This design comes from an exercise in tuning for small area and a short achievable clock period on the open sky130 flow, not from production work.
Only simulation tests tie the RTL to the original design; equivalence was not proved.
No activity file was given, so power comes from the tool's default toggle rates.

<file path="design.v">
package conv_ctrl_pkg;
        localparam int num_channels = 3;
        localparam int num_lanes = 8;
        localparam int num_taps = 25;    
        localparam int channel_w = 2;
        localparam int tap_w = 5;
        localparam int lane_w = 3;
        localparam logic drain_idle = 1'b0;
        localparam logic drain_busy = 1'b1;
endpackage
package conv_types_pkg;
        localparam int sample_w = 12;
        localparam int weight_w = 8;
        localparam int acc_w = 25;      
        localparam int chsum_w = 27;    
        localparam int result_w = 12;
        localparam int scale_shift = 8;
        localparam int result_max = 2047;
        localparam int result_min = -2048;
endpackage
`timescale 1ns/1ps
import conv_types_pkg::*;
import conv_ctrl_pkg::*;
module weight_bank (
        input  logic clk,
        input  logic rst,
        input  logic weight_we,
        input  logic [channel_w-1:0] weight_channel,
        input  logic [tap_w-1:0] weight_tap,
        input  logic [weight_w-1:0] weight_data,
        input  logic [tap_w-1:0] tap,
        input  logic valid_in,
        output logic [num_channels*4-1:0] b_one,
        output logic [num_channels*4-1:0] b_two,
        output logic [num_channels*4-1:0] b_nz,
        output logic [num_channels*4-1:0] b_neg,
        output logic [num_channels*4-1:0] b_sx,     
        output logic [7:0] b_nsum
);
        logic [weight_w-1:0] weight_regs [num_channels*num_taps];
        logic [weight_w-1:0] wdata;
        logic rst_q;
        logic we_q;
        logic [channel_w-1:0] wch_q;
        logic [tap_w-1:0] wtap_q;
        logic [weight_w-1:0] wd_q;
        always_ff @(posedge clk) begin
                rst_q <= rst;
                we_q <= weight_we && weight_channel < num_channels && weight_tap < num_taps;
                wch_q <= weight_channel;
                wtap_q <= weight_tap;
                wd_q <= weight_data;
        end
        assign wdata = rst_q ? '0 : wd_q;
        always_ff @(posedge clk) begin
                for (int c = 0; c < num_channels; c++)
                        for (int t = 0; t < num_taps; t++)
                                if (rst_q || (we_q && wch_q == c && wtap_q == t))
                                        weight_regs[c*num_taps + t] <= wdata;
        end
        always_ff @(posedge clk) begin
                logic [weight_w-1:0] w;
                logic [2:0] g;
                logic [7:0] ns;
                ns = '0;
                for (int c = 0; c < num_channels; c++) begin
                        if (rst_q)
                                w = '0;
                        else if (we_q && wch_q == c && wtap_q == tap)
                                w = wd_q;
                        else
                                w = weight_regs[c*num_taps + tap];
                        for (int j = 0; j < 4; j++) begin
                                g = {w[2*j+1], w[2*j], (j == 0) ? 1'b0 : w[2*j-1]};
                                b_one[c*4+j] <= valid_in && (g[1] ^ g[0]);
                                b_two[c*4+j] <= valid_in && ((g == 3'b100) || (g == 3'b011));
                                b_nz[c*4+j]  <= valid_in && (g != 3'b000) && (g != 3'b111);
                                b_neg[c*4+j] <= valid_in && g[2] && (g != 3'b111);
                                b_sx[c*4+j]  <= valid_in && !(g[2] && (g != 3'b111));
                                ns = ns + ((g[2] && (g != 3'b111)) ? (8'd1 << (2*j)) : 8'd0);
                        end
                end
                b_nsum <= valid_in ? ns : 8'd0;
        end
endmodule
`timescale 1ns/1ps
import conv_types_pkg::*;
import conv_ctrl_pkg::*;
module tap_sequencer (
        input  logic clk,
        input  logic rst,
        input  logic valid_in,
        input  logic [num_channels*num_lanes*sample_w-1:0] in_samples,
        output logic [tap_w-1:0] tap,
        output logic bus_en,             
        output logic bus_first,          
        output logic bus_last,           
        output logic [num_channels*num_lanes*sample_w-1:0] bus_samples
);
        logic tap_is_last;
        assign tap_is_last = (tap == tap_w'(num_taps - 1));
        always_ff @(posedge clk) begin
                if (rst) begin
                        tap <= '0;
                        bus_en <= 1'b0;
                end else begin
                        bus_en <= valid_in;
                        if (valid_in) begin
                                if (tap_is_last)
                                        tap <= '0;
                                else
                                        tap <= tap + tap_w'(1);
                        end
                end
        end
        always_ff @(posedge clk) begin
                bus_first <= (tap == '0);
                bus_last <= tap_is_last;
                bus_samples <= in_samples;
        end
endmodule
`timescale 1ns/1ps
import conv_types_pkg::*;
import conv_ctrl_pkg::*;
module fa3 (input logic a, input logic b, input logic c, output logic s, output logic co);
	assign s = a ^ b ^ c;
	assign co = (a & b) | (a & c) | (b & c);
endmodule
module ha2 (input logic a, input logic b, output logic s, output logic co);
	assign s = a ^ b;
	assign co = a & b;
endmodule
module lane_tree (
	input  logic [12:0] r0_0,
	input  logic [12:0] r0_1,
	input  logic [12:0] r0_2,
	input  logic [12:0] r0_3,
	input  logic [12:0] r1_0,
	input  logic [12:0] r1_1,
	input  logic [12:0] r1_2,
	input  logic [12:0] r1_3,
	input  logic [12:0] r2_0,
	input  logic [12:0] r2_1,
	input  logic [12:0] r2_2,
	input  logic [12:0] r2_3,
	input  logic [7:0] nsum,
	output logic [20:0] o0,
	output logic [20:0] o1,
	output logic [20:0] o2
);
	logic s0, k0;
	logic s1, k1;
	logic s2, k2;
	logic s3, k3;
	logic s4, k4;
	logic s5, k5;
	logic s6, k6;
	logic s7, k7;
	logic s8, k8;
	logic s9, k9;
	logic s10, k10;
	logic s11, k11;
	logic s12, k12;
	logic s13, k13;
	logic s14, k14;
	logic s15, k15;
	logic s16, k16;
	logic s17, k17;
	logic s18, k18;
	logic s19, k19;
	logic s20, k20;
	logic s21, k21;
	logic s22, k22;
	logic s23, k23;
	logic s24, k24;
	logic s25, k25;
	logic s26, k26;
	logic s27, k27;
	logic s28, k28;
	logic s29, k29;
	logic s30, k30;
	logic s31, k31;
	logic s32, k32;
	logic s33, k33;
	logic s34, k34;
	logic s35, k35;
	logic s36, k36;
	logic s37, k37;
	logic s38, k38;
	logic s39, k39;
	logic s40, k40;
	logic s41, k41;
	logic s42, k42;
	logic s43, k43;
	logic s44, k44;
	logic s45, k45;
	logic s46, k46;
	logic s47, k47;
	logic s48, k48;
	logic s49, k49;
	logic s50, k50;
	logic s51, k51;
	logic s52, k52;
	logic s53, k53;
	logic s54, k54;
	logic s55, k55;
	logic s56, k56;
	logic s57, k57;
	logic s58, k58;
	logic s59, k59;
	logic s60, k60;
	logic s61, k61;
	logic s62, k62;
	logic s63, k63;
	logic s64, k64;
	logic s65, k65;
	logic s66, k66;
	logic s67, k67;
	logic s68, k68;
	logic s69, k69;
	logic s70, k70;
	logic s71, k71;
	logic s72, k72;
	logic s73, k73;
	logic s74, k74;
	logic s75, k75;
	logic s76, k76;
	logic s77, k77;
	logic s78, k78;
	logic s79, k79;
	logic s80, k80;
	logic s81, k81;
	logic s82, k82;
	logic s83, k83;
	logic s84, k84;
	logic s85, k85;
	logic s86, k86;
	logic s87, k87;
	logic s88, k88;
	logic s89, k89;
	logic s90, k90;
	logic s91, k91;
	logic s92, k92;
	logic s93, k93;
	logic s94, k94;
	logic s95, k95;
	logic s96, k96;
	logic s97, k97;
	logic s98, k98;
	logic s99, k99;
	logic s100, k100;
	logic s101, k101;
	logic s102, k102;
	logic s103, k103;
	logic s104, k104;
	logic s105, k105;
	logic s106, k106;
	logic s107, k107;
	logic s108, k108;
	logic s109, k109;
	logic s110, k110;
	logic s111, k111;
	logic s112, k112;
	logic s113, k113;
	logic s114, k114;
	logic s115, k115;
	logic s116, k116;
	logic s117, k117;
	ha2 u_0 (.a(nsum[0]), .b(r0_0[0]), .s(s0), .co(k0));
	fa3 u_1 (.a(nsum[1]), .b(r0_0[1]), .c(r1_0[1]), .s(s1), .co(k1));
	fa3 u_2 (.a(nsum[2]), .b(r0_0[2]), .c(r0_1[0]), .s(s2), .co(k2));
	fa3 u_3 (.a(r1_0[2]), .b(r1_1[0]), .c(r2_0[2]), .s(s3), .co(k3));
	ha2 u_4 (.a(r2_1[0]), .b(k1), .s(s4), .co(k4));
	fa3 u_5 (.a(nsum[3]), .b(r0_0[3]), .c(r0_1[1]), .s(s5), .co(k5));
	fa3 u_6 (.a(r1_0[3]), .b(r1_1[1]), .c(r2_0[3]), .s(s6), .co(k6));
	fa3 u_7 (.a(r2_1[1]), .b(k2), .c(k3), .s(s7), .co(k7));
	ha2 u_8 (.a(s5), .b(s6), .s(s8), .co(k8));
	fa3 u_9 (.a(nsum[4]), .b(r0_0[4]), .c(r0_1[2]), .s(s9), .co(k9));
	fa3 u_10 (.a(r0_2[0]), .b(r1_0[4]), .c(r1_1[2]), .s(s10), .co(k10));
	fa3 u_11 (.a(r1_2[0]), .b(r2_0[4]), .c(r2_1[2]), .s(s11), .co(k11));
	fa3 u_12 (.a(r2_2[0]), .b(k5), .c(k6), .s(s12), .co(k12));
	fa3 u_13 (.a(s9), .b(s10), .c(s11), .s(s13), .co(k13));
	ha2 u_14 (.a(k7), .b(k8), .s(s14), .co(k14));
	fa3 u_15 (.a(nsum[5]), .b(r0_0[5]), .c(r0_1[3]), .s(s15), .co(k15));
	fa3 u_16 (.a(r0_2[1]), .b(r1_0[5]), .c(r1_1[3]), .s(s16), .co(k16));
	fa3 u_17 (.a(r1_2[1]), .b(r2_0[5]), .c(r2_1[3]), .s(s17), .co(k17));
	fa3 u_18 (.a(r2_2[1]), .b(k9), .c(k10), .s(s18), .co(k18));
	fa3 u_19 (.a(k11), .b(s15), .c(s16), .s(s19), .co(k19));
	fa3 u_20 (.a(s17), .b(k12), .c(k13), .s(s20), .co(k20));
	ha2 u_21 (.a(s18), .b(s19), .s(s21), .co(k21));
	fa3 u_22 (.a(nsum[6]), .b(r0_0[6]), .c(r0_1[4]), .s(s22), .co(k22));
	fa3 u_23 (.a(r0_2[2]), .b(r0_3[0]), .c(r1_0[6]), .s(s23), .co(k23));
	fa3 u_24 (.a(r1_1[4]), .b(r1_2[2]), .c(r1_3[0]), .s(s24), .co(k24));
	fa3 u_25 (.a(r2_0[6]), .b(r2_1[4]), .c(r2_2[2]), .s(s25), .co(k25));
	fa3 u_26 (.a(r2_3[0]), .b(k15), .c(k16), .s(s26), .co(k26));
	fa3 u_27 (.a(k17), .b(s22), .c(s23), .s(s27), .co(k27));
	fa3 u_28 (.a(s24), .b(s25), .c(k18), .s(s28), .co(k28));
	fa3 u_29 (.a(k19), .b(s26), .c(s27), .s(s29), .co(k29));
	ha2 u_30 (.a(k20), .b(s28), .s(s30), .co(k30));
	fa3 u_31 (.a(nsum[7]), .b(r0_0[7]), .c(r0_1[5]), .s(s31), .co(k31));
	fa3 u_32 (.a(r0_2[3]), .b(r0_3[1]), .c(r1_0[7]), .s(s32), .co(k32));
	fa3 u_33 (.a(r1_1[5]), .b(r1_2[3]), .c(r1_3[1]), .s(s33), .co(k33));
	fa3 u_34 (.a(r2_0[7]), .b(r2_1[5]), .c(r2_2[3]), .s(s34), .co(k34));
	fa3 u_35 (.a(r2_3[1]), .b(k22), .c(k23), .s(s35), .co(k35));
	fa3 u_36 (.a(k24), .b(k25), .c(s31), .s(s36), .co(k36));
	fa3 u_37 (.a(s32), .b(s33), .c(s34), .s(s37), .co(k37));
	fa3 u_38 (.a(k26), .b(k27), .c(s35), .s(s38), .co(k38));
	fa3 u_39 (.a(s36), .b(s37), .c(k28), .s(s39), .co(k39));
	ha2 u_40 (.a(k29), .b(s38), .s(s40), .co(k40));
	fa3 u_41 (.a(r0_0[8]), .b(r0_1[6]), .c(r0_2[4]), .s(s41), .co(k41));
	fa3 u_42 (.a(r0_3[2]), .b(r1_0[8]), .c(r1_1[6]), .s(s42), .co(k42));
	fa3 u_43 (.a(r1_2[4]), .b(r1_3[2]), .c(r2_0[8]), .s(s43), .co(k43));
	fa3 u_44 (.a(r2_1[6]), .b(r2_2[4]), .c(r2_3[2]), .s(s44), .co(k44));
	fa3 u_45 (.a(k31), .b(k32), .c(k33), .s(s45), .co(k45));
	fa3 u_46 (.a(k34), .b(s41), .c(s42), .s(s46), .co(k46));
	fa3 u_47 (.a(s43), .b(s44), .c(k35), .s(s47), .co(k47));
	fa3 u_48 (.a(k36), .b(k37), .c(s45), .s(s48), .co(k48));
	fa3 u_49 (.a(s46), .b(k38), .c(s47), .s(s49), .co(k49));
	ha2 u_50 (.a(s48), .b(k39), .s(s50), .co(k50));
	fa3 u_51 (.a(r0_0[9]), .b(r0_1[7]), .c(r0_2[5]), .s(s51), .co(k51));
	fa3 u_52 (.a(r0_3[3]), .b(r1_0[9]), .c(r1_1[7]), .s(s52), .co(k52));
	fa3 u_53 (.a(r1_2[5]), .b(r1_3[3]), .c(r2_0[9]), .s(s53), .co(k53));
	fa3 u_54 (.a(r2_1[7]), .b(r2_2[5]), .c(r2_3[3]), .s(s54), .co(k54));
	fa3 u_55 (.a(k41), .b(k42), .c(k43), .s(s55), .co(k55));
	fa3 u_56 (.a(k44), .b(s51), .c(s52), .s(s56), .co(k56));
	fa3 u_57 (.a(s53), .b(s54), .c(k45), .s(s57), .co(k57));
	fa3 u_58 (.a(k46), .b(s55), .c(s56), .s(s58), .co(k58));
	fa3 u_59 (.a(k47), .b(k48), .c(s57), .s(s59), .co(k59));
	ha2 u_60 (.a(s58), .b(k49), .s(s60), .co(k60));
	fa3 u_61 (.a(r0_0[10]), .b(r0_1[8]), .c(r0_2[6]), .s(s61), .co(k61));
	fa3 u_62 (.a(r0_3[4]), .b(r1_0[10]), .c(r1_1[8]), .s(s62), .co(k62));
	fa3 u_63 (.a(r1_2[6]), .b(r1_3[4]), .c(r2_0[10]), .s(s63), .co(k63));
	fa3 u_64 (.a(r2_1[8]), .b(r2_2[6]), .c(r2_3[4]), .s(s64), .co(k64));
	fa3 u_65 (.a(k51), .b(k52), .c(k53), .s(s65), .co(k65));
	fa3 u_66 (.a(k54), .b(s61), .c(s62), .s(s66), .co(k66));
	fa3 u_67 (.a(s63), .b(s64), .c(k55), .s(s67), .co(k67));
	fa3 u_68 (.a(k56), .b(s65), .c(s66), .s(s68), .co(k68));
	fa3 u_69 (.a(k57), .b(s67), .c(k58), .s(s69), .co(k69));
	ha2 u_70 (.a(s68), .b(k59), .s(s70), .co(k70));
	fa3 u_71 (.a(r0_0[11]), .b(r0_1[9]), .c(r0_2[7]), .s(s71), .co(k71));
	fa3 u_72 (.a(r0_3[5]), .b(r1_0[11]), .c(r1_1[9]), .s(s72), .co(k72));
	fa3 u_73 (.a(r1_2[7]), .b(r1_3[5]), .c(r2_0[11]), .s(s73), .co(k73));
	fa3 u_74 (.a(r2_1[9]), .b(r2_2[7]), .c(r2_3[5]), .s(s74), .co(k74));
	fa3 u_75 (.a(k61), .b(k62), .c(k63), .s(s75), .co(k75));
	fa3 u_76 (.a(k64), .b(s71), .c(s72), .s(s76), .co(k76));
	fa3 u_77 (.a(s73), .b(s74), .c(k65), .s(s77), .co(k77));
	fa3 u_78 (.a(k66), .b(s75), .c(s76), .s(s78), .co(k78));
	fa3 u_79 (.a(k67), .b(s77), .c(k68), .s(s79), .co(k79));
	ha2 u_80 (.a(s78), .b(k69), .s(s80), .co(k80));
	fa3 u_81 (.a(r0_0[12]), .b(r0_1[10]), .c(r0_2[8]), .s(s81), .co(k81));
	fa3 u_82 (.a(r0_3[6]), .b(r1_0[12]), .c(r1_1[10]), .s(s82), .co(k82));
	fa3 u_83 (.a(r1_2[8]), .b(r1_3[6]), .c(r2_0[12]), .s(s83), .co(k83));
	fa3 u_84 (.a(r2_1[10]), .b(r2_2[8]), .c(r2_3[6]), .s(s84), .co(k84));
	fa3 u_85 (.a(k71), .b(k72), .c(k73), .s(s85), .co(k85));
	fa3 u_86 (.a(k74), .b(s81), .c(s82), .s(s86), .co(k86));
	fa3 u_87 (.a(s83), .b(s84), .c(k75), .s(s87), .co(k87));
	fa3 u_88 (.a(k76), .b(s85), .c(s86), .s(s88), .co(k88));
	fa3 u_89 (.a(k77), .b(s87), .c(k78), .s(s89), .co(k89));
	ha2 u_90 (.a(s88), .b(k79), .s(s90), .co(k90));
	fa3 u_91 (.a(r0_1[11]), .b(r0_2[9]), .c(r0_3[7]), .s(s91), .co(k91));
	fa3 u_92 (.a(r1_1[11]), .b(r1_2[9]), .c(r1_3[7]), .s(s92), .co(k92));
	fa3 u_93 (.a(r2_1[11]), .b(r2_2[9]), .c(r2_3[7]), .s(s93), .co(k93));
	fa3 u_94 (.a(k81), .b(k82), .c(k83), .s(s94), .co(k94));
	fa3 u_95 (.a(k84), .b(s91), .c(s92), .s(s95), .co(k95));
	fa3 u_96 (.a(s93), .b(k85), .c(k86), .s(s96), .co(k96));
	fa3 u_97 (.a(s94), .b(s95), .c(k87), .s(s97), .co(k97));
	fa3 u_98 (.a(k88), .b(s96), .c(s97), .s(s98), .co(k98));
	fa3 u_99 (.a(r0_1[12]), .b(r0_2[10]), .c(r0_3[8]), .s(s99), .co(k99));
	fa3 u_100 (.a(r1_1[12]), .b(r1_2[10]), .c(r1_3[8]), .s(s100), .co(k100));
	fa3 u_101 (.a(r2_1[12]), .b(r2_2[10]), .c(r2_3[8]), .s(s101), .co(k101));
	fa3 u_102 (.a(k91), .b(k92), .c(k93), .s(s102), .co(k102));
	fa3 u_103 (.a(s99), .b(s100), .c(s101), .s(s103), .co(k103));
	fa3 u_104 (.a(k94), .b(k95), .c(s102), .s(s104), .co(k104));
	fa3 u_105 (.a(s103), .b(k96), .c(s104), .s(s105), .co(k105));
	fa3 u_106 (.a(r0_2[11]), .b(r0_3[9]), .c(r1_2[11]), .s(s106), .co(k106));
	fa3 u_107 (.a(r1_3[9]), .b(r2_2[11]), .c(r2_3[9]), .s(s107), .co(k107));
	fa3 u_108 (.a(k99), .b(k100), .c(k101), .s(s108), .co(k108));
	fa3 u_109 (.a(s106), .b(s107), .c(k102), .s(s109), .co(k109));
	fa3 u_110 (.a(k103), .b(s108), .c(k104), .s(s110), .co(k110));
	fa3 u_111 (.a(r0_2[12]), .b(r0_3[10]), .c(r1_2[12]), .s(s111), .co(k111));
	fa3 u_112 (.a(r1_3[10]), .b(r2_2[12]), .c(r2_3[10]), .s(s112), .co(k112));
	fa3 u_113 (.a(k106), .b(k107), .c(s111), .s(s113), .co(k113));
	fa3 u_114 (.a(s112), .b(k108), .c(s113), .s(s114), .co(k114));
	fa3 u_115 (.a(r0_3[11]), .b(r1_3[11]), .c(r2_3[11]), .s(s115), .co(k115));
	fa3 u_116 (.a(k111), .b(k112), .c(s115), .s(s116), .co(k116));
	fa3 u_117 (.a(r0_3[12]), .b(r1_3[12]), .c(r2_3[12]), .s(s117), .co(k117));
	assign o0[0] = r1_0[0];
	assign o1[0] = r2_0[0];
	assign o2[0] = s0;
	assign o0[1] = r2_0[1];
	assign o1[1] = k0;
	assign o2[1] = s1;
	assign o0[2] = s2;
	assign o1[2] = s3;
	assign o2[2] = s4;
	assign o0[3] = k4;
	assign o1[3] = s7;
	assign o2[3] = s8;
	assign o0[4] = s12;
	assign o1[4] = s13;
	assign o2[4] = s14;
	assign o0[5] = k14;
	assign o1[5] = s20;
	assign o2[5] = s21;
	assign o0[6] = k21;
	assign o1[6] = s29;
	assign o2[6] = s30;
	assign o0[7] = k30;
	assign o1[7] = s39;
	assign o2[7] = s40;
	assign o0[8] = k40;
	assign o1[8] = s49;
	assign o2[8] = s50;
	assign o0[9] = s59;
	assign o1[9] = k50;
	assign o2[9] = s60;
	assign o0[10] = s69;
	assign o1[10] = k60;
	assign o2[10] = s70;
	assign o0[11] = s79;
	assign o1[11] = k70;
	assign o2[11] = s80;
	assign o0[12] = s89;
	assign o1[12] = k80;
	assign o2[12] = s90;
	assign o0[13] = k89;
	assign o1[13] = k90;
	assign o2[13] = s98;
	assign o0[14] = k97;
	assign o1[14] = s105;
	assign o2[14] = k98;
	assign o0[15] = s109;
	assign o1[15] = k105;
	assign o2[15] = s110;
	assign o0[16] = k109;
	assign o1[16] = s114;
	assign o2[16] = k110;
	assign o0[17] = k113;
	assign o1[17] = s116;
	assign o2[17] = k114;
	assign o0[18] = k115;
	assign o1[18] = s117;
	assign o2[18] = k116;
	assign o0[19] = k117;
	assign o1[19] = '0;
	assign o2[19] = '0;
	assign o0[20] = '0;
	assign o1[20] = '0;
	assign o2[20] = '0;
endmodule
module acc_tree (
	input  logic [25:0] a,
	input  logic [2:0] kc,
	input  logic [20:0] q0,
	input  logic [20:0] q1,
	input  logic [20:0] q2,
	output logic [25:0] o0,
	output logic [25:0] o1
);
	logic s0, k0;
	logic s1, k1;
	logic s2, k2;
	logic s3, k3;
	logic s4, k4;
	logic s5, k5;
	logic s6, k6;
	logic s7, k7;
	logic s8, k8;
	logic s9, k9;
	logic s10, k10;
	logic s11, k11;
	logic s12, k12;
	logic s13, k13;
	logic s14, k14;
	logic s15, k15;
	logic s16, k16;
	logic s17, k17;
	logic s18, k18;
	logic s19, k19;
	logic s20, k20;
	logic s21, k21;
	logic s22, k22;
	logic s23, k23;
	logic s24, k24;
	logic s25, k25;
	logic s26, k26;
	logic s27, k27;
	logic s28, k28;
	logic s29, k29;
	logic s30, k30;
	logic s31, k31;
	logic s32, k32;
	logic s33, k33;
	logic s34, k34;
	logic s35, k35;
	logic s36, k36;
	logic s37, k37;
	logic s38, k38;
	logic s39, k39;
	logic s40, k40;
	logic s41, k41;
	logic s42, k42;
	logic s43, k43;
	logic s44, k44;
	logic s45, k45;
	logic s46, k46;
	logic s47, k47;
	logic s48, k48;
	logic s49, k49;
	logic s50, k50;
	logic s51, k51;
	logic s52, k52;
	logic s53, k53;
	logic s54, k54;
	logic s55, k55;
	logic s56, k56;
	logic s57, k57;
	fa3 u_0 (.a(q0[0]), .b(q1[0]), .c(q2[0]), .s(s0), .co(k0));
	fa3 u_1 (.a(q0[1]), .b(q1[1]), .c(q2[1]), .s(s1), .co(k1));
	ha2 u_2 (.a(a[1]), .b(k0), .s(s2), .co(k2));
	fa3 u_3 (.a(q0[2]), .b(q1[2]), .c(q2[2]), .s(s3), .co(k3));
	fa3 u_4 (.a(a[2]), .b(k1), .c(s3), .s(s4), .co(k4));
	fa3 u_5 (.a(q0[3]), .b(q1[3]), .c(q2[3]), .s(s5), .co(k5));
	fa3 u_6 (.a(a[3]), .b(k3), .c(s5), .s(s6), .co(k6));
	fa3 u_7 (.a(q0[4]), .b(q1[4]), .c(q2[4]), .s(s7), .co(k7));
	fa3 u_8 (.a(a[4]), .b(k5), .c(s7), .s(s8), .co(k8));
	fa3 u_9 (.a(q0[5]), .b(q1[5]), .c(q2[5]), .s(s9), .co(k9));
	fa3 u_10 (.a(a[5]), .b(k7), .c(s9), .s(s10), .co(k10));
	fa3 u_11 (.a(q0[6]), .b(q1[6]), .c(q2[6]), .s(s11), .co(k11));
	fa3 u_12 (.a(a[6]), .b(k9), .c(s11), .s(s12), .co(k12));
	fa3 u_13 (.a(q0[7]), .b(q1[7]), .c(q2[7]), .s(s13), .co(k13));
	fa3 u_14 (.a(a[7]), .b(kc[0]), .c(k11), .s(s14), .co(k14));
	ha2 u_15 (.a(s13), .b(k12), .s(s15), .co(k15));
	fa3 u_16 (.a(q0[8]), .b(q1[8]), .c(q2[8]), .s(s16), .co(k16));
	fa3 u_17 (.a(a[8]), .b(k13), .c(s16), .s(s17), .co(k17));
	ha2 u_18 (.a(k14), .b(s17), .s(s18), .co(k18));
	fa3 u_19 (.a(q0[9]), .b(q1[9]), .c(q2[9]), .s(s19), .co(k19));
	fa3 u_20 (.a(a[9]), .b(k16), .c(s19), .s(s20), .co(k20));
	ha2 u_21 (.a(k17), .b(s20), .s(s21), .co(k21));
	fa3 u_22 (.a(q0[10]), .b(q1[10]), .c(q2[10]), .s(s22), .co(k22));
	fa3 u_23 (.a(a[10]), .b(k19), .c(s22), .s(s23), .co(k23));
	ha2 u_24 (.a(k20), .b(s23), .s(s24), .co(k24));
	fa3 u_25 (.a(q0[11]), .b(q1[11]), .c(q2[11]), .s(s25), .co(k25));
	fa3 u_26 (.a(a[11]), .b(k22), .c(s25), .s(s26), .co(k26));
	ha2 u_27 (.a(k23), .b(s26), .s(s27), .co(k27));
	fa3 u_28 (.a(q0[12]), .b(q1[12]), .c(q2[12]), .s(s28), .co(k28));
	fa3 u_29 (.a(a[12]), .b(k25), .c(s28), .s(s29), .co(k29));
	ha2 u_30 (.a(k26), .b(s29), .s(s30), .co(k30));
	fa3 u_31 (.a(q0[13]), .b(q1[13]), .c(q2[13]), .s(s31), .co(k31));
	fa3 u_32 (.a(a[13]), .b(k28), .c(s31), .s(s32), .co(k32));
	ha2 u_33 (.a(k29), .b(s32), .s(s33), .co(k33));
	fa3 u_34 (.a(q0[14]), .b(q1[14]), .c(q2[14]), .s(s34), .co(k34));
	fa3 u_35 (.a(a[14]), .b(kc[1]), .c(k31), .s(s35), .co(k35));
	fa3 u_36 (.a(s34), .b(k32), .c(s35), .s(s36), .co(k36));
	fa3 u_37 (.a(q0[15]), .b(q1[15]), .c(q2[15]), .s(s37), .co(k37));
	fa3 u_38 (.a(a[15]), .b(k34), .c(s37), .s(s38), .co(k38));
	ha2 u_39 (.a(k35), .b(s38), .s(s39), .co(k39));
	fa3 u_40 (.a(q0[16]), .b(q1[16]), .c(q2[16]), .s(s40), .co(k40));
	fa3 u_41 (.a(a[16]), .b(k37), .c(s40), .s(s41), .co(k41));
	ha2 u_42 (.a(k38), .b(s41), .s(s42), .co(k42));
	fa3 u_43 (.a(q0[17]), .b(q1[17]), .c(q2[17]), .s(s43), .co(k43));
	fa3 u_44 (.a(a[17]), .b(k40), .c(s43), .s(s44), .co(k44));
	ha2 u_45 (.a(k41), .b(s44), .s(s45), .co(k45));
	fa3 u_46 (.a(q0[18]), .b(q1[18]), .c(q2[18]), .s(s46), .co(k46));
	fa3 u_47 (.a(a[18]), .b(k43), .c(s46), .s(s47), .co(k47));
	ha2 u_48 (.a(k44), .b(s47), .s(s48), .co(k48));
	fa3 u_49 (.a(q0[19]), .b(q1[19]), .c(q2[19]), .s(s49), .co(k49));
	fa3 u_50 (.a(a[19]), .b(k46), .c(s49), .s(s50), .co(k50));
	ha2 u_51 (.a(k47), .b(s50), .s(s51), .co(k51));
	fa3 u_52 (.a(q0[20]), .b(q1[20]), .c(q2[20]), .s(s52), .co(k52));
	fa3 u_53 (.a(a[20]), .b(k49), .c(s52), .s(s53), .co(k53));
	ha2 u_54 (.a(k50), .b(s53), .s(s54), .co(k54));
	fa3 u_55 (.a(a[21]), .b(kc[2]), .c(k52), .s(s55), .co(k55));
	ha2 u_56 (.a(k53), .b(s55), .s(s56), .co(k56));
	ha2 u_57 (.a(a[22]), .b(k55), .s(s57), .co(k57));
	assign o0[0] = a[0];
	assign o1[0] = s0;
	assign o0[1] = s1;
	assign o1[1] = s2;
	assign o0[2] = k2;
	assign o1[2] = s4;
	assign o0[3] = k4;
	assign o1[3] = s6;
	assign o0[4] = k6;
	assign o1[4] = s8;
	assign o0[5] = k8;
	assign o1[5] = s10;
	assign o0[6] = k10;
	assign o1[6] = s12;
	assign o0[7] = s14;
	assign o1[7] = s15;
	assign o0[8] = k15;
	assign o1[8] = s18;
	assign o0[9] = k18;
	assign o1[9] = s21;
	assign o0[10] = k21;
	assign o1[10] = s24;
	assign o0[11] = k24;
	assign o1[11] = s27;
	assign o0[12] = k27;
	assign o1[12] = s30;
	assign o0[13] = k30;
	assign o1[13] = s33;
	assign o0[14] = k33;
	assign o1[14] = s36;
	assign o0[15] = k36;
	assign o1[15] = s39;
	assign o0[16] = k39;
	assign o1[16] = s42;
	assign o0[17] = k42;
	assign o1[17] = s45;
	assign o0[18] = k45;
	assign o1[18] = s48;
	assign o0[19] = k48;
	assign o1[19] = s51;
	assign o0[20] = k51;
	assign o1[20] = s54;
	assign o0[21] = k54;
	assign o1[21] = s56;
	assign o0[22] = k56;
	assign o1[22] = s57;
	assign o0[23] = a[23];
	assign o1[23] = k57;
	assign o0[24] = a[24];
	assign o1[24] = '0;
	assign o0[25] = a[25];
	assign o1[25] = '0;
endmodule
module mac_array (
        input  logic clk,
        input  logic rst,
        input  logic bus_en,
        input  logic bus_first,
        input  logic bus_last,
        input  logic [num_channels*num_lanes*sample_w-1:0] bus_samples,
        input  logic [num_channels*4-1:0] b_one,
        input  logic [num_channels*4-1:0] b_two,
        input  logic [num_channels*4-1:0] b_nz,
        input  logic [num_channels*4-1:0] b_neg,
        input  logic [num_channels*4-1:0] b_sx,
        input  logic [7:0] b_nsum,
        output logic [num_lanes*26-1:0] sums,
        output logic sums_valid
);
        localparam int sum_w = 26;       
        localparam logic [sum_w-1:0] row_const = 26'h2719000;
        logic st2_en, st2_first, st2_last;
        always_ff @(posedge clk) begin
                if (rst) begin
                        st2_en <= 1'b0;
                        sums_valid <= 1'b0;
                end else begin
                        st2_en <= bus_en;
                        sums_valid <= st2_en & st2_last;
                end
        end
        always_ff @(posedge clk) begin
                st2_first <= bus_en & bus_first;
                st2_last <= bus_last;
        end
        for (genvar l = 0; l < num_lanes; l++) begin : g_lane
                logic [12:0] r [num_channels][4];
                logic [20:0] p0, p1, p2;
                logic [20:0] p0_q, p1_q, p2_q;
                logic [sum_w-1:0] acc, acc_in, t0, t1;
                logic [2:0] kc, kc_in;
                logic [7:0] blk0, blk1, blk2;
                logic [4:0] blk3;
                for (genvar c = 0; c < num_channels; c++) begin : g_ch
                        logic [sample_w-1:0] x;
                        assign x = bus_samples[(c*num_lanes+l)*sample_w +: sample_w];
                        for (genvar j = 0; j < 4; j++) begin : g_dig
                                logic one, two, nz, neg, sx;
                                assign one = b_one[c*4+j];
                                assign two = b_two[c*4+j];
                                assign nz = b_nz[c*4+j];
                                assign neg = b_neg[c*4+j];
                                assign sx = b_sx[c*4+j];
                                assign r[c][j][0] = (one & x[0]) ^ neg;
                                for (genvar i = 1; i < sample_w; i++) begin : g_bit
                                        assign r[c][j][i] = ((one & x[i]) | (two & x[i-1])) ^ neg;
                                end
                                assign r[c][j][12] = (nz & x[11]) ^ sx;
                        end
                end
                lane_tree u_tree (
                        .r0_0(r[0][0]), .r0_1(r[0][1]), .r0_2(r[0][2]), .r0_3(r[0][3]),
                        .r1_0(r[1][0]), .r1_1(r[1][1]), .r1_2(r[1][2]), .r1_3(r[1][3]),
                        .r2_0(r[2][0]), .r2_1(r[2][1]), .r2_2(r[2][2]), .r2_3(r[2][3]),
                        .nsum(b_nsum), .o0(p0), .o1(p1), .o2(p2)
                );
                always_ff @(posedge clk) begin
                        p0_q <= p0;
                        p1_q <= p1;
                        p2_q <= p2;
                end
                assign acc_in = st2_first ? row_const : acc;
                assign kc_in = st2_first ? 3'b000 : kc;
                acc_tree u_acc (
                        .a(acc_in), .kc(kc_in), .q0(p0_q), .q1(p1_q), .q2(p2_q),
                        .o0(t0), .o1(t1)
                );
                assign blk0 = {1'b0, t0[6:0]} + {1'b0, t1[6:0]};
                assign blk1 = {1'b0, t0[13:7]} + {1'b0, t1[13:7]};
                assign blk2 = {1'b0, t0[20:14]} + {1'b0, t1[20:14]};
                assign blk3 = t0[25:21] + t1[25:21];
                always_ff @(posedge clk) begin
                        acc <= {blk3, blk2[6:0], blk1[6:0], blk0[6:0]};
                        kc <= {blk2[7], blk1[7], blk0[7]};
                end
                assign sums[l*sum_w +: sum_w] = acc + {kc[2], 6'b0, kc[1], 6'b0, kc[0], 7'b0};
        end
endmodule
`timescale 1ns/1ps
import conv_types_pkg::*;
import conv_ctrl_pkg::*;
module result_drain (
        input  logic clk,
        input  logic rst,
        input  logic [num_lanes*26-1:0] sums,
        input  logic sums_valid,
        output logic valid_out,
        output logic [result_w-1:0] conv_out
);
        localparam int sum_w = 26;
        logic state;
        logic [lane_w-1:0] lane_cnt;             
        logic [num_lanes*result_w-1:0] lane_results;
        logic [num_lanes*result_w-1:0] out_buf;
        always_comb begin
                logic [sum_w-1:0] s;
                for (int l = 0; l < num_lanes; l++) begin
                        s = sums[l*sum_w +: sum_w];
                        if (s[sum_w-1:19] == '0 || s[sum_w-1:19] == '1)
                                lane_results[l*result_w +: result_w] = s[19:8];
                        else if (s[sum_w-1])
                                lane_results[l*result_w +: result_w] = result_w'(result_min);
                        else
                                lane_results[l*result_w +: result_w] = result_w'(result_max);
                end
        end
        always_ff @(posedge clk) begin
                if (rst) begin
                        state <= drain_idle;
                        lane_cnt <= '0;
                end else begin
                        case (state)
                                drain_idle: begin
                                        if (sums_valid) begin
                                                state <= drain_busy;
                                                lane_cnt <= '0;
                                        end
                                end
                                drain_busy: begin
                                        if (lane_cnt == lane_w'(num_lanes - 1))
                                                state <= drain_idle;
                                        lane_cnt <= lane_cnt + lane_w'(1);
                                end
                                default: state <= drain_idle;
                        endcase
                end
        end
        always_ff @(posedge clk) begin
                if (sums_valid)
                        out_buf <= lane_results;
                else
                        out_buf <= {result_w'(0), out_buf[num_lanes*result_w-1:result_w]};
        end
        assign conv_out = out_buf[result_w-1:0];
        assign valid_out = (state == drain_busy);
endmodule
`timescale 1ns/1ps
module conv_layer_top (
        input  logic clk,
        input  logic rst,
        input  logic weight_we,
        input  logic [1:0] weight_channel,
        input  logic [4:0] weight_tap,
        input  logic [7:0] weight_data,
        input  logic valid_in,
        input  logic [287:0] in_samples,
        output logic valid_out,
        output logic [11:0] conv_out
);
        logic [4:0] tap;
        logic [11:0] b_one, b_two, b_nz, b_neg, b_sx;
        logic [7:0] b_nsum;
        logic [207:0] sums;
        logic sums_valid;
        logic bus_en;
        logic bus_first;
        logic bus_last;
        logic [287:0] bus_samples;
        weight_bank weight_bank0 (
                .clk            (clk),
                .rst            (rst),
                .weight_we      (weight_we),
                .weight_channel (weight_channel),
                .weight_tap     (weight_tap),
                .weight_data    (weight_data),
                .tap            (tap),
                .valid_in       (valid_in),
                .b_one          (b_one),
                .b_two          (b_two),
                .b_nz           (b_nz),
                .b_neg          (b_neg),
                .b_sx           (b_sx),
                .b_nsum         (b_nsum)
        );
        tap_sequencer tap_sequencer0 (
                .clk         (clk),
                .rst         (rst),
                .valid_in    (valid_in),
                .in_samples  (in_samples),
                .tap         (tap),
                .bus_en      (bus_en),
                .bus_first   (bus_first),
                .bus_last    (bus_last),
                .bus_samples (bus_samples)
        );
        mac_array mac_array0 (
                .clk         (clk),
                .rst         (rst),
                .bus_en      (bus_en),
                .bus_first   (bus_first),
                .bus_last    (bus_last),
                .bus_samples (bus_samples),
                .b_one       (b_one),
                .b_two       (b_two),
                .b_nz        (b_nz),
                .b_neg       (b_neg),
                .b_sx        (b_sx),
                .b_nsum      (b_nsum),
                .sums        (sums),
                .sums_valid  (sums_valid)
        );
        result_drain result_drain0 (
                .clk        (clk),
                .rst        (rst),
                .sums       (sums),
                .sums_valid (sums_valid),
                .valid_out  (valid_out),
                .conv_out   (conv_out)
        );
endmodule
</file>
<file path="run.sh">
#!/bin/bash
# synth_recipe.tcl (not shown) runs the flow's synth.tcl, then flattens the netlist and writes it again
# the make line also repeats each setting of config.mk as NAME=value (left out here)
make -C /OpenROAD-flow-scripts/flow DESIGN_CONFIG=/design/flow/config.mk WORK_HOME=/design/flow/orfs CLKGATE_MAP_FILE= SYNTH_SCRIPT=/design/flow/synth_recipe.tcl finish
</file>
<file path="config.mk">
export PLATFORM = sky130hd
export DESIGN_NAME = conv_layer_top
export DESIGN_NICKNAME = conv_layer_top
export VERILOG_FILES = /design/flow/design.v
export SDC_FILE = /design/flow/constraint.sdc
export NUM_CORES = 4
export LEC_CHECK = 0
export ABC_CLOCK_PERIOD_IN_PS = 3300
export CAP_MARGIN = 20
export CORE_MARGIN = 2
export CORE_UTILIZATION = 40
export SETUP_SLACK_MARGIN = 4.7
export SLEW_MARGIN = 20
</file>
<file path="constraint.sdc">
create_clock -name core_clock -period 8.0 [get_ports {clk}]
set_input_delay 1.6000 -clock core_clock [delete_from_list [all_inputs] [get_ports {clk}]]
set_output_delay 1.6000 -clock core_clock [all_outputs]
set_load 0.01 [all_outputs]
</file>
==> results of run 1 <==
-- worst reg2reg max path, delay by kind of cell (launching register included) --
kind	cells	cell delay (ns)
fa+ha+maj	3	0.80
buf+inv	5	0.71
simple gates	5	0.98
compound gates	3	1.01
flops	1	0.38
-- synthesized netlist by cell type, drive strengths merged, types with 14 or more instances --
cell type / n / area [um^2]
a211oi: 29 / 223
a21o: 72 / 541
a21oi: 224 / 1130
a221oi: 42 / 368
a222oi: 35 / 350
a22o: 39 / 342
a22oi: 1188 / 8920
a311oi: 21 / 203
a31oi: 40 / 256
a32o: 23 / 230
a32oi: 49 / 429
and2: 55 / 347
and3: 40 / 250
and4: 17 / 149
buf: 193 / 890
clkbuf: 731 / 3020
dfxtp: 1181 / 23600
edfxtp: 600 / 18000
fa: 1180 / 23600
ha: 468 / 5860
inv: 1311 / 4920
mux2: 25 / 285
mux2i: 47 / 483
nand2: 381 / 1430
nand2b: 103 / 644
nand3: 120 / 601
nand4: 54 / 338
nor2: 264 / 1000
nor2b: 181 / 1130
nor3: 71 / 360
nor3b: 14 / 105
nor4: 23 / 150
o211ai: 21 / 158
o21a: 16 / 120
o21ai: 97 / 489
o21bai: 106 / 796
o221ai: 33 / 295
o22ai: 31 / 194
o2bb2ai: 31 / 272
or2: 31 / 194
or3: 14 / 87.6
xnor2: 597 / 5230
xor2: 898 / 7870
-- power by group through the flow --
stage | Clock (W) | Sequential, W | Combinational [W]
after CTS | 0.00999 | 0.0141 | 0.0324
after detailed placement | 0 | 0.0145 | 0.0299
after global placement | 0 | 0.0145 | 0.0289
after global routing | 0.0104 | 0.0144 | 0.0411
after floorplan | 0 | 0.0132 | 0.0231
final | 0.00995 | 0.0143 | 0.0369
-- layer usage --
layer / GRT usage [%] / wire length [um] / vias to the layer above
met5: 0.609 / 769 / -
li1: - / - / 37600
met2: 54.2 / 245000 / 8161
met1: 43.7 / 202000 / 48300
met4: 32.2 / 68500 / 55
met3: 12.8 / 78300 / 2771
-- flip-flops by register name, summed over array words and instances (netlist names), 24 cells and up --
signal,flops
weight_bank0.weight_regs,600
result_drain0.out_buf,96
mac_array0.g_lane.p1_q,152
tap_sequencer0.bus_samples,288
mac_array0.g_lane.acc,208
mac_array0.g_lane.p0_q,160
mac_array0.g_lane.p2_q,152
mac_array0.g_lane.kc,24
-- stage by stage --
stage	total power (W)	utilization, %	cell area, um^2	cells	setup WS (ns)
final	0.0611	50.4	147000	15500	3.98
after global routing	0.0658	50.4	147000	15400	3.97
after CTS	0.0564	48.0	140000	15100	4.13
after detailed placement	0.0445	42.4	124000	14300	2.68
after global placement	0.0434	42.4	123000	14300	2.66
after floorplan	0.0363	-	118000	10800	4.04
-- logic make-up after synthesis --
logic type      synth area share (%)
buf+inv                         7.54
fa+ha+maj                       25.1
mux                            0.674
xor+xnor                        11.2
flops                           35.5
simple gates                    6.12
compound gates                  13.9
-- final timing paths --
check                      endpoint  cells after the start
max          weight_bank0.b_nsum[4]                     16
min             mac_array0.st2_last                      0
max reg2reg  weight_bank0.b_nsum[4]                     16
min reg2reg     mac_array0.st2_last                      0
-- layout make-up --
cell class | instances | area (um^2) | share of cell area (%)
Antenna cell | 54 | 135 | 0.0919
Tap cell | 3900 | 4880 | 3.32
Multi-Input combinational cell | 6826 | 71800 | 48.8
Clock inverter | 101 | 1190 | 0.811
Inverter | 1314 | 4960 | 3.38
Timing Repair Buffer | 1229 | 16300 | 11.1
Clock buffer | 277 | 5840 | 3.97
Sequential cell | 1781 | 41900 | 28.5
-- timing repair --
action	CTS	global route
gates resized for setup	697	912
buffers inserted	361	245
cloned	79	42
setup endpoints to repair	489	277
pin swaps	114	389
==> flow_metrics.env, run 1 <==
export IMPL_period_minus_slack_ns=4.02
export IMPL_nFillCells=25300
export IMPL_grt_pass1_wl_um=773000
export IMPL_ys_ff_latch=1781
export IMPL_worst_setup_path_start_kind="flop"
export IMPL_fin_tns_setup_ns=0
export IMPL_clock_skew_ns=0.0675
export IMPL_worstSetupPathType="reg -> reg"
export IMPL_track_usage_pct=37.2
export IMPL_num_vias=96900
export IMPL_ff2ff_setup_slack_ns=3.98
export IMPL_hold_path_class="reg -> reg"
export IMPL_synth_nets=12800
export IMPL_holdCritStartpoint="tap_sequencer0.bus_last"
export IMPL_hpwl_um=337000
export IMPL_final_cell_mix="1215 x inv_1, 1090 x dfxtp_1, 974 x a22oi_1"
export IMPL_rsz0062_at_grt="true"
export IMPL_core_area_mm2=0.291
export IMPL_intPower_w=0.0350
export IMPL_post_drt_wl_per_cell_um=38.4
export IMPL_worst_pin_slew_ns=1.16
export IMPL_grt_overflow=0
export IMPL_htreeDepth=4
export IMPL_die_w_um=546
export IMPL_finalMaxSlewViolations=0
export IMPL_io_pins=320
export IMPL_worst_skew_pair_late_latency_ns=0.96
export IMPL_tritoncts="yes"
export IMPL_drive_above_1_share_pct=21.2
export IMPL_cts_buffer_depth=4
export IMPL_end_kind="flop"
export IMPL_postSynthAreaPerCell_um2=10.8
export IMPL_cp_top_family="compound AO/OA/AOI/OAI gates"
export IMPL_arrival_ns=4.83
export IMPL_hold_buffers=0
export IMPL_cts_sinks=1781
export IMPL_grt_max_degree=76
export IMPL_syn_to_final_growth_pct=25.3
export IMPL_grt_pass1_vias=95400
export IMPL_portBuffers=319
export IMPL_path_cells="ha_4 > buf_12 > buf_12 > buf_16 > buf_4 > a22oi_1 > nor3_1 > a21oi_1 > nand4_1 > nor2_1 > a41o_1 > inv_1 > ha_4 > and2b_4 > fa_1 > and2_1"
export IMPL_relSlewSlack_pct=22.8
export IMPL_powerDensity_mw_per_mm2=416
export IMPL_switchingPower_w=0.0260
export IMPL_slowest_delay_ns=0.41
export IMPL_root_buffer="clkbuf_16"
export IMPL_critical_path_slowest_cell="a22oi_1"
export IMPL_start_util_pct=40.3
export IMPL_rows=198
export IMPL_crit_start="tap_sequencer0.tap[1]"
export IMPL_cap_violations=0
export IMPL_layout_nets=13300
export IMPL_drt_first_pass_iters=8
export IMPL_crit_required_ns=8.80
export IMPL_synth_cell_type_count=109
export IMPL_syn_inst=10800
export IMPL_grt_antenna_before_repair=56
export IMPL_ant_nets=0
export IMPL_ys_seq_area_share_pct=35.5
export IMPL_total_leakage_power_nw=58.5
export IMPL_status="finished clean"
export IMPL_yosysWarnings=21
export IMPL_path_buf_inv=5
export IMPL_finalHoldViolCount=0
export IMPL_numCtsBuffers=206
export IMPL_fmax_mhz=249
export IMPL_final_common_cell="inv_1"
export IMPL_combPwrFrac_pct=60.4
export IMPL_p_sw_share_pct=42.6
export IMPL_peakVddDrop_mv=0.438
export IMPL_synth_edf_count=600
export IMPL_whs_ns=0.325
export IMPL_sequentialPowerShare_pct=23.3
export IMPL_drt_initial_drc_count=14400
export IMPL_via_per_inst=6.26
export IMPL_setup_viol=0
export IMPL_regToRegStartpoint="tap_sequencer0.tap[1]"
export IMPL_fp_dieH_um=546
export IMPL_cp_max_fo=6
export IMPL_syn_area_mm2=0.117
export IMPL_drc_errors=0
export IMPL_p_clk_share_pct=16.3
export IMPL_drt_total_wl_um=594000
export IMPL_async_flop_share_pct=0
export IMPL_dieArea_mm2=0.298
export IMPL_routabilityCongestion=1.01
export IMPL_synthFlopType="dfxtp_1"
export IMPL_post_route_period_util_pct=50.3
export IMPL_path_clk_slew_ns=0.08
==> run 2, diff against run 1 <==
--- a/design.v
+++ b/design.v
@@ -36,4 +36,3 @@
         output logic [num_channels*4-1:0] b_neg,
-        output logic [num_channels*4-1:0] b_sx,     
-        output logic [7:0] b_nsum
+        output logic [num_channels*4-1:0] b_sx      
 );
@@ -63,4 +62,2 @@
                 logic [2:0] g;
-                logic [7:0] ns;
-                ns = '0;
                 for (int c = 0; c < num_channels; c++) begin
@@ -79,6 +76,4 @@
                                 b_sx[c*4+j]  <= valid_in && !(g[2] && (g != 3'b111));
-                                ns = ns + ((g[2] && (g != 3'b111)) ? (8'd1 << (2*j)) : 8'd0);
                         end
                 end
-                b_nsum <= valid_in ? ns : 8'd0;
         end
@@ -640,3 +635,2 @@
         input  logic [num_channels*4-1:0] b_sx,
-        input  logic [7:0] b_nsum,
         output logic [num_lanes*26-1:0] sums,
@@ -647,2 +641,9 @@
         logic st2_en, st2_first, st2_last;
+        logic [7:0] b_nsum;
+        always_comb begin
+                b_nsum = '0;
+                for (int c = 0; c < num_channels; c++)
+                        for (int j = 0; j < 4; j++)
+                                b_nsum = b_nsum + (b_neg[c*4+j] ? (8'd1 << (2*j)) : 8'd0);
+        end
         always_ff @(posedge clk) begin
@@ -786,3 +787,2 @@
         logic [11:0] b_one, b_two, b_nz, b_neg, b_sx;
-        logic [7:0] b_nsum;
         logic [207:0] sums;
@@ -806,4 +806,3 @@
                 .b_neg          (b_neg),
-                .b_sx           (b_sx),
-                .b_nsum         (b_nsum)
+                .b_sx           (b_sx)
         );
@@ -832,3 +831,2 @@
                 .b_sx        (b_sx),
-                .b_nsum      (b_nsum),
                 .sums        (sums),
--- a/config.mk
+++ b/config.mk
@@ -7,7 +7,8 @@
 export LEC_CHECK = 0
-export ABC_CLOCK_PERIOD_IN_PS = 3300
-export CAP_MARGIN = 20
+export ABC_CLOCK_PERIOD_IN_PS = 3400
+export CAP_MARGIN = 40
 export CORE_MARGIN = 2
 export CORE_UTILIZATION = 40
-export SETUP_SLACK_MARGIN = 4.7
-export SLEW_MARGIN = 20
+export CTS_BUF_LIST = sky130_fd_sc_hd__clkbuf_8
+export SETUP_SLACK_MARGIN = 4.6
+export SLEW_MARGIN = 40
==> flow_metrics.env, run 2 <==
export IMPL_status="finished clean"
export IMPL_cap_violations=0
export IMPL_track_usage_pct=36.8
export IMPL_htreeDepth=5
export IMPL_layout_nets=13300
export IMPL_drt_initial_drc_count=13300
export IMPL_post_place_ws_ns=2.46
export IMPL_hpwl_um=359000
export IMPL_fin_tns_setup_ns=0
export IMPL_synth_nets=12800
export IMPL_worst_skew_pair_late_latency_ns=1.15
export IMPL_syn_to_final_growth_pct=22.0
export IMPL_dieArea_mm2=0.298
export IMPL_start_util_pct=40.3
export IMPL_end_kind="flop"
export IMPL_yosysTopAreaCell="fa_1"
export IMPL_grt_pass1_vias=95600
export IMPL_fp_dieH_um=546
export IMPL_holdCritStartpoint="tap_sequencer0.bus_last"
export IMPL_final_cell_mix="1254 x inv_1, 1095 x a22oi_1, 1091 x dfxtp_1"
export IMPL_rows=198
export IMPL_largest_reg_flops=600
export IMPL_top_regs="weight_bank0.weight_regs x600, tap_sequencer0.bus_samples x288, mac_array0.g_lane.acc x208"
export IMPL_slowest_delay_ns=0.45
export IMPL_total_leakage_power_nw=57.3
export IMPL_path_cells="buf_4 > ha_4 > buf_16 > inv_1 > buf_6 > nor2_4 > buf_4 > a32o_1 > a221oi_2 > nand4_1 > nor2_2 > a41oi_2 > ha_2 > nand2b_4 > mux2i_1"
export IMPL_synthFlopType="dfxtp_1"
export IMPL_dp_cells=14400
export IMPL_drc_errors=0
export IMPL_synth_cell_type_count=106
export IMPL_relSlewSlack_pct=33.2
export IMPL_worst_pin_slew_ns=1.00
export IMPL_regToRegStartpoint="tap_sequencer0.tap[1]"
export IMPL_num_vias=95600
export IMPL_numCtsBuffers=320
export IMPL_syn_area_mm2=0.117
export IMPL_synth_edf_count=600
export IMPL_hold_depth=0
export IMPL_finalMaxSlewViolations=0
export IMPL_synth_top_cells_by_count="1207 x inv_1, 1191 x a22oi_1, 1180 x fa_1"
export IMPL_hold_buffers=0
export IMPL_holdPathEnd="mac_array0.st2_last"
export IMPL_worst_r2r_path_depth=15
export IMPL_die_w_um=546
export IMPL_root_buffer="clkbuf_8"
export IMPL_postSynthAreaPerCell_um2=10.8
export IMPL_ys_ff_latch=1773
export IMPL_grt_max_degree=62
export IMPL_via_per_inst=6.15
export IMPL_post_route_period_util_pct=48.0
export IMPL_peakVddDrop_mv=0.284
export IMPL_routabilityCongestion=1.04
export IMPL_final_cells=15500
export IMPL_worstSetupPathType="reg -> reg"
export IMPL_setup_slack_ns=4.16
export IMPL_path_clk_slew_ns=0.06
export IMPL_cts_buffer_depth=4
export IMPL_period_minus_slack_ns=3.84
export IMPL_tritoncts="yes"
export IMPL_nFillCells=25900
export IMPL_post_drt_wl_per_cell_um=37.0
export IMPL_clock_skew_ns=0.0735
export IMPL_grt_overflow=0
export IMPL_critical_path_slowest_cell="nand4_1"
export IMPL_crit_required_ns=9.02
export IMPL_ys_seq_area_share_pct=35.3
export IMPL_synth_top_area_share_pct=20.1
export IMPL_yosysWarnings=21
export IMPL_arrival_ns=4.87
export IMPL_rsz0062_at_grt="true"
export IMPL_worst_setup_path_start_kind="flop"
export IMPL_core_area_mm2=0.292
export IMPL_setup_viol=0
export IMPL_final_common_cell="inv_1"
export IMPL_ys_top_cells_by_area="fa_1 20%, dfxtp_1 20%, edfxtp_1 15%"
export IMPL_regMostFlops="weight_bank0.weight_regs"
export IMPL_powerDensity_mw_per_mm2=404
export IMPL_grt_pass1_wl_um=769000
export IMPL_drt_first_pass_iters=10
export IMPL_ff2ff_setup_slack_ns=4.16
export IMPL_drt_total_wl_um=575000
export IMPL_grt_antenna_before_repair=56
export IMPL_r2r_end="weight_bank0.b_nz[6]"
export IMPL_portBuffers=319
export IMPL_drive_above_1_share_pct=18.3
export IMPL_async_flop_share_pct=0
export IMPL_fmax_mhz=260
export IMPL_cp_common_cell="buf_4"
export IMPL_ant_nets=0
export IMPL_yosysMostFrequentCell="inv_1"
export IMPL_io_pins=320
export IMPL_hold_path_class="reg -> reg"
export IMPL_crit_start="tap_sequencer0.tap[1]"
export IMPL_cp_max_fo=33
export IMPL_cts_sinks=1773
export IMPL_finalHoldViolCount=0
export IMPL_syn_inst=10900
## run 2: final cells by class
class / count / area (um^2) / share of cell area, %
repair inverters: 4 / 35.0 / 0.0245
well taps: 3900 / 4880 / 3.41
multi-input cells: 6929 / 70900 / 49.5
repair buffers: 1104 / 14400 / 10.1
diodes: 37 / 92.6 / 0.0646
inverters: 1213 / 4660 / 3.25
clock buffers: 376 / 5170 / 3.61
flip-flops and latches: 1773 / 41700 / 29.1
clock inverters: 195 / 1410 / 0.984
## run 2: worst max-delay path, delay by kind of cell, from the launching register on
kind | cells | cell delay [ns]
adders and majority gates | 2 | 0.46
buffers and inverters | 5 | 0.85
AOI/OAI and AO/OA | 3 | 0.77
DFF | 1 | 0.37
and+or+nand+nor | 4 | 1.06
muxes | 1 | 0.18
## run 2: timing repair
| item | CTS | global route |
|---|---|---|
| setup endpoints to repair | 473 | 230 |
| setup buffers | 331 | 131 |
| pin swaps | 93 | 262 |
| cloned | 59 | 31 |
| gates resized for setup | 631 | 514 |
## run 2: power breakdown
part           internal (W)  switching, W  total, W  leakage [nW]
registers            0.0121       0.00204    0.0142          15.6
clock network       0.00483       0.00421   0.00904          3.71
logic                0.0157        0.0190    0.0347          38.0
## run 2: kinds of logic (layout without fill, tap and decap cells)
group | Yosys count | after routing | share of synthesized area, %
flops | 1773 | 1773 | 35.3
simple gates | 1488 | 1488 | 6.59
mux | 61 | 61 | 0.548
xor+xnor | 1491 | 1491 | 11.1
compound gates | 2241 | 2241 | 13.9
fa+ha+maj | 1648 | 1648 | 25.1
buf+inv | 2174 | 2892 | 7.37
other cells | 0 | 37 | 0
## run 2: stage by stage
| stage | cell area, um^2 | power, W | util, % | hold WS, ns |
|---|---|---|---|---|
| after floorplan | 118000 | 0.0366 | - | 0.310 |
| after global placement | 124000 | 0.0440 | 42.4 | 0.318 |
| after detailed placement | 124000 | 0.0452 | 42.7 | 0.316 |
| after CTS | 139000 | 0.0559 | 47.7 | 0.336 |
| after global routing | 143000 | 0.0629 | 49.1 | 0.346 |
| final | 143000 | 0.0579 | 49.1 | 0.332 |
## run 2: worst max path at each step
stage / endpoint / slack [ns] / cells after the start
after floorplan: mac_array0.g_lane[1].p2_q[13] / 4.53 / 11
after global routing: weight_bank0.b_nz[6] / 4.20 / 16
after CTS: weight_bank0.b_nz[5] / 4.23 / 14
after global placement: weight_bank0.b_neg[11] / 1.45 / 13
final: weight_bank0.b_nz[6] / 4.16 / 15
after detailed placement: weight_bank0.b_nz[10] / 2.46 / 14
## run 2: per-layer routing
layer / vias to the layer above / GRT usage (%) / wire (um)
li1: 37900 / - / -
met1: 47600 / 43.3 / 200000
met2: 7469 / 53.8 / 240000
met3: 2543 / 11.8 / 68900
met4: 40 / 32.7 / 66400
met5: - / 0 / 380
==> run 3, diff against run 2 <==
==> flow/run.sh (new file) <==
#!/bin/bash
# The standard layout, with one step added after the standard synthesis:
# flow/polarity.py removes inverters between full adders by flipping full
# adders to their dual (a full adder is self-dual), and the layout then runs
# on that netlist. Registers and all other cells are left as synthesis made them.
set -euo pipefail
bash standard.sh synth > synth.log 2>&1
R=orfs/results/${FLOW_PLATFORM}/conv_layer_top/base
cp $R/1_2_yosys.v $R/1_2_yosys_std.v
python3 flow/polarity.py $R/1_2_yosys_std.v $R/1_2_yosys.v > polarity.log 2>&1
rm -f $R/1_synth.odb
bash standard.sh > layout.log 2>&1
==> flow/polarity.py (new file) <==
#!/usr/bin/env python3
"""Remove inverters between full adders in a Yosys netlist of sky130hd cells.

A full adder is self-dual: FA(~a, ~b, ~c) = (~sum, ~cout). Each fa cell may be
flipped (its inputs take the complement of what they took, and its outputs then
carry the complement of what they carried). The script picks flips by local
search so that the fewest inverters are needed, then removes every inv cell and
puts back one inverter per signal whose complement some pin needs.

usage: polarity.py IN.v OUT.v
"""
import re
import sys
from collections import defaultdict

src = open(sys.argv[1]).read()

m = re.search(r"\bmodule\s+(\w+)\s*\((.*?)\);", src, re.S)
body_start = m.end()
end = src.rindex("endmodule")

# Cell instances: TYPE NAME ( .PIN(NET), ... );  possibly preceded by (* ... *) attributes
inst_re = re.compile(r"(?:\(\*[^*]*\*\)\s*)*(sky130_fd_sc_hd__\w+)\s+(\S+)\s*\((.*?)\);", re.S)
pin_re = re.compile(r"\.(\w+)\(\s*(.*?)\s*\)\s*(?:,|$)", re.S)

cells = []
spans = []
for im in inst_re.finditer(src, body_start, end):
    typ, name, pins = im.group(1), im.group(2), im.group(3)
    pm = {p: n for p, n in pin_re.findall(pins)}
    cells.append((typ, name, pm))
    spans.append((im.start(), im.end()))

# Declarations of ports
outputs = set()
for dm in re.finditer(r"\boutput\s+(?:\[(\d+):(\d+)\]\s*)?(\w+)\s*;", src):
    if dm.group(1):
        hi, lo = int(dm.group(1)), int(dm.group(2))
        for i in range(min(hi, lo), max(hi, lo) + 1):
            outputs.add(f"{dm.group(3)}[{i}]")
    else:
        outputs.add(dm.group(3))

OUT_PINS = {"X", "Y", "Q", "Q_N", "SUM", "COUT", "HI", "LO"}


def is_inv(t):
    return re.fullmatch(r"sky130_fd_sc_hd__inv_\d+", t) is not None


def is_fa(t):
    return re.fullmatch(r"sky130_fd_sc_hd__fa_\d+", t) is not None


inv_of = {}      # inverter output net -> input net
driver = {}      # net -> cell index (non-inverter)
for i, (t, n, pm) in enumerate(cells):
    if is_inv(t):
        inv_of[pm["Y"]] = pm["A"]
    else:
        for p, net in pm.items():
            if p in OUT_PINS:
                driver[net] = i

# Inverters that drive output ports are kept as they are (rare)
keep_inv = set()
for i, (t, n, pm) in enumerate(cells):
    if is_inv(t) and pm["Y"] in outputs:
        keep_inv.add(i)


def literal(net):
    par = 0
    while net in inv_of:
        net = inv_of[net]
        par ^= 1
    return net, par


# Consumers: (cell index, pin, base, parity)
uses = defaultdict(list)   # base -> list of (cell, pin, par)
for i, (t, n, pm) in enumerate(cells):
    if is_inv(t) and i not in keep_inv:
        continue
    for p, net in pm.items():
        if p in OUT_PINS:
            continue
        if not net or net.startswith("1'") or net.startswith("'"):
            continue
        b, par = literal(net)
        uses[b].append((i, p, par))

fa_idx = [i for i, (t, n, pm) in enumerate(cells)
          if is_fa(t) and not any(net in outputs for p, net in pm.items() if p in OUT_PINS)]
flip = defaultdict(int)


def phys(b):
    d = driver.get(b)
    return flip[d] if d is not None and is_fa(cells[d][0]) else 0


def need(u):
    i, p, par = u
    return par ^ (flip[i] if is_fa(cells[i][0]) else 0)


def cost(b):
    ph = phys(b)
    return 1 if any(need(u) != ph for u in uses[b]) else 0


# Signals touching each fa
touch = defaultdict(set)
for i in fa_idx:
    pm = cells[i][2]
    for p, net in pm.items():
        if p in OUT_PINS:
            touch[i].add(net)
        else:
            touch[i].add(literal(net)[0])

before = sum(cost(b) for b in uses)
for it in range(20):
    changed = 0
    for i in fa_idx:
        c0 = sum(cost(b) for b in touch[i])
        flip[i] ^= 1
        c1 = sum(cost(b) for b in touch[i])
        if c1 < c0:
            changed += 1
        else:
            flip[i] ^= 1
    if not changed:
        break
after = sum(cost(b) for b in uses)
print(f"inverted signals needed: {before} -> {after}; flipped {sum(flip[i] for i in fa_idx)} of {len(fa_idx)} fa", file=sys.stderr)

# Rewrite
new_inv = {}
extra = []
k = 0


def comp_net(b):
    global k
    if b not in new_inv:
        nn = f"_pinv{k}_"
        k += 1
        new_inv[b] = nn
        a = b + " " if b.startswith("\\") else b
        extra.append(f"  wire {nn};\n  sky130_fd_sc_hd__inv_1 _pinvc{k}_ (\n    .A({a}),\n    .Y({nn})\n  );\n")
    return new_inv[b]


new_pins = {}
for b, us in uses.items():
    ph = phys(b)
    for (i, p, par) in us:
        net = b if need((i, p, par)) == ph else comp_net(b)
        new_pins[(i, p)] = net

out = [src[:body_start]]
pos = body_start
for i, ((t, n, pm), (s, e)) in enumerate(zip(cells, spans)):
    out.append(src[pos:s])
    pos = e
    if is_inv(t) and i not in keep_inv:
        continue
    parts = []
    for p, net in pm.items():
        nn = new_pins.get((i, p), net)
        if nn.startswith("\\"):
            nn += " "
        parts.append(f"    .{p}({nn})")
    out.append(f"{t} {n} (\n" + ",\n".join(parts) + "\n  );")
out.append(src[pos:end])
out.append("".join(extra))
out.append(src[end:])
open(sys.argv[2], "w").write("".join(out))
==> standard.sh (new file) <==
#!/bin/bash
# synth_recipe.tcl (not shown) runs the flow's synth.tcl, then flattens the netlist and writes it again
# the make line also repeats each setting of config.mk as NAME=value (left out here)
make -C /OpenROAD-flow-scripts/flow DESIGN_CONFIG=/design/flow/config.mk WORK_HOME=/design/flow/orfs CLKGATE_MAP_FILE= SYNTH_SCRIPT=/design/flow/synth_recipe.tcl "${@:-finish}"
removed: run.sh
==> flow_metrics.env, run 3 <==
export IMPL_dp_cells=13600
export IMPL_top_regs="weight_bank0.weight_regs x600, tap_sequencer0.bus_samples x288, mac_array0.g_lane.acc x208"
export IMPL_htreeDepth=5
export IMPL_rsz0062_at_grt="true"
export IMPL_layout_nets=12600
export IMPL_worstSetupPathType="reg -> reg"
export IMPL_rows=197
export IMPL_regMostFlops="weight_bank0.weight_regs"
export IMPL_relSlewSlack_pct=36.0
export IMPL_portBuffers=319
export IMPL_fin_tns_setup_ns=0
export IMPL_arrival_ns=4.81
export IMPL_start_util_pct=40.1
export IMPL_worst_setup_path_start_kind="flop"
export IMPL_ff2ff_setup_slack_ns=4.24
export IMPL_post_drt_wl_per_cell_um=38.9
export IMPL_fmax_mhz=266
export IMPL_routabilityCongestion=1.02
export IMPL_tritoncts="yes"
export IMPL_drive_above_1_share_pct=18.7
export IMPL_hpwl_um=351000
export IMPL_powerDensity_mw_per_mm2=403
export IMPL_yosysWarnings=21
export IMPL_fp_dieH_um=541
export IMPL_io_pins=320
export IMPL_core_area_mm2=0.287
export IMPL_cap_violations=0
export IMPL_drt_total_wl_um=576000
export IMPL_final_cell_mix="1105 x dfxtp_1, 1094 x a22oi_1, 976 x fa_1"
export IMPL_root_buffer="clkbuf_8"
export IMPL_dieArea_mm2=0.292
export IMPL_slowest_delay_ns=0.55
export IMPL_end_kind="flop"
export IMPL_cts_buffer_depth=4
export IMPL_setup_viol=0
export IMPL_via_per_inst=6.34
export IMPL_finalHoldViolCount=0
export IMPL_cp_top_family="compound AO/OA/AOI/OAI gates"
export IMPL_grt_pass1_wl_um=752000
export IMPL_final_common_cell="dfxtp_1"
export IMPL_syn_to_final_growth_pct=22.2
export IMPL_hold_buffers=0
export IMPL_numCtsBuffers=323
export IMPL_grt_max_degree=75
export IMPL_postSynthAreaPerCell_um2=11.2
export IMPL_path_cells="ha_4 > buf_4 > buf_4 > buf_16 > a222oi_1 > o32ai_1 > nor4_2 > nand4_1 > a22oi_2 > inv_2 > ha_2 > inv_2 > nor2_4 > a211oi_2"
export IMPL_die_w_um=541
export IMPL_cp_max_fo=17
export IMPL_drc_errors=0
export IMPL_ant_nets=0
export IMPL_final_cells=14800
export IMPL_total_leakage_power_nw=54.2
export IMPL_drt_first_pass_iters=12
export IMPL_post_route_period_util_pct=46.9
export IMPL_cts_sinks=1773
export IMPL_largest_reg_flops=600
export IMPL_critical_path_slowest_cell="a222oi_1"
export IMPL_crit_required_ns=9.06
export IMPL_syn_inst=10300
export IMPL_grt_pass1_vias=93400
export IMPL_period_minus_slack_ns=3.76
export IMPL_drt_initial_drc_count=13300
export IMPL_clock_skew_ns=0.0953
export IMPL_hold_path_class="reg -> reg"
export IMPL_totalPowerFinal_w=0.0568
export IMPL_num_vias=93700
export IMPL_worst_pin_slew_ns=0.960
export IMPL_worst_skew_pair_late_latency_ns=1.14
export IMPL_finalMaxSlewViolations=0
export IMPL_synth_nets=12200
export IMPL_grt_overflow=0
export IMPL_grt_antenna_before_repair=65
export IMPL_peakVddDrop_mv=0.353
export IMPL_syn_area_mm2=0.115
export IMPL_path_clk_slew_ns=0.07
export IMPL_track_usage_pct=37.1
export IMPL_path_buf_inv=5
export IMPL_status="finished clean"
## run 3: path summary, 6_finish.rpt
| check | from | endpoint | cells past startpoint |
|---|---|---|---|
| hold reg to reg | tap_sequencer0.bus_last | mac_array0.st2_last | 0 |
| setup / recovery | tap_sequencer0.tap[1] | weight_bank0.b_nz[10] | 14 |
| hold / removal | tap_sequencer0.bus_last | mac_array0.st2_last | 0 |
| setup reg to reg | tap_sequencer0.tap[1] | weight_bank0.b_nz[10] | 14 |
## run 3: through the flow
stage	setup slack (ns)	util (%)	cell area, um^2	hold slack (ns)
2_1_floorplan	4.57	-	115000	0.310
3_3_place_gp	2.51	42.2	121000	0.347
3_5_place_dp	2.30	42.4	122000	0.322
4_1_cts	4.31	47.3	136000	0.342
5_1_grt	4.32	48.9	141000	0.351
6_report	4.24	49.0	141000	0.338
## run 3: timing repair
item,in CTS,in global routing
pin swaps,119,210
endpoints found under the setup margin,423,202
gates cloned,63,44
buffers inserted,256,132
gates resized for setup,641,529
## run 3: worst register-to-register path, stage by stage (launching register included)
cell	delay (ns)
dfxtp_4	0.39
ha_4	0.25
buf_4	0.20
buf_4	0.18
buf_16	0.18
a222oi_1	0.55
o32ai_1	0.18
nor4_2	0.25
nand4_1	0.45
a22oi_2	0.43
inv_2	0.08
ha_2	0.21
inv_2	0.09
nor2_4	0.04
a211oi_2	0.21
## run 3: final cells by class
class / instances / area [um^2]
Inverter: 615 / 2440
Antenna cell: 56 / 140
Multi-Input combinational cell: 6929 / 70900
Timing Repair inverter: 2 / 20.0
Timing Repair Buffer: 1044 / 14000
Clock inverter: 208 / 1670
Sequential cell: 1773 / 41700
Tap cell: 3781 / 4730
Fill cell: 25400 / 147000
Clock buffer: 375 / 5160
## run 3: where the power goes
| part | switching, W | total, W | internal (W) |
|---|---|---|---|
| registers | 0.00203 | 0.0142 | 0.0121 |
| clock network | 0.00424 | 0.00935 | 0.00511 |
| logic | 0.0178 | 0.0333 | 0.0154 |
| total | 0.0241 | 0.0568 | 0.0327 |
## run 3: metal layers
layer	track usage (%)	vias to the layer above	share of wire [%]
li1	-	36600	-
met1	43.6	47100	34
met2	53.8	7639	42
met3	11.9	2374	13
met4	33.5	18	11
met5	0.181	-	0.025

Re-timed with assumed drivers on the ports (clkbuf_16 on the clock, buf_2 on other inputs), run 3 has 4.245 ns of setup slack against 4.245 ns with ideal ports, and 4.245 ns once port delays also move by the mid clock arrival of 1.197 ns.
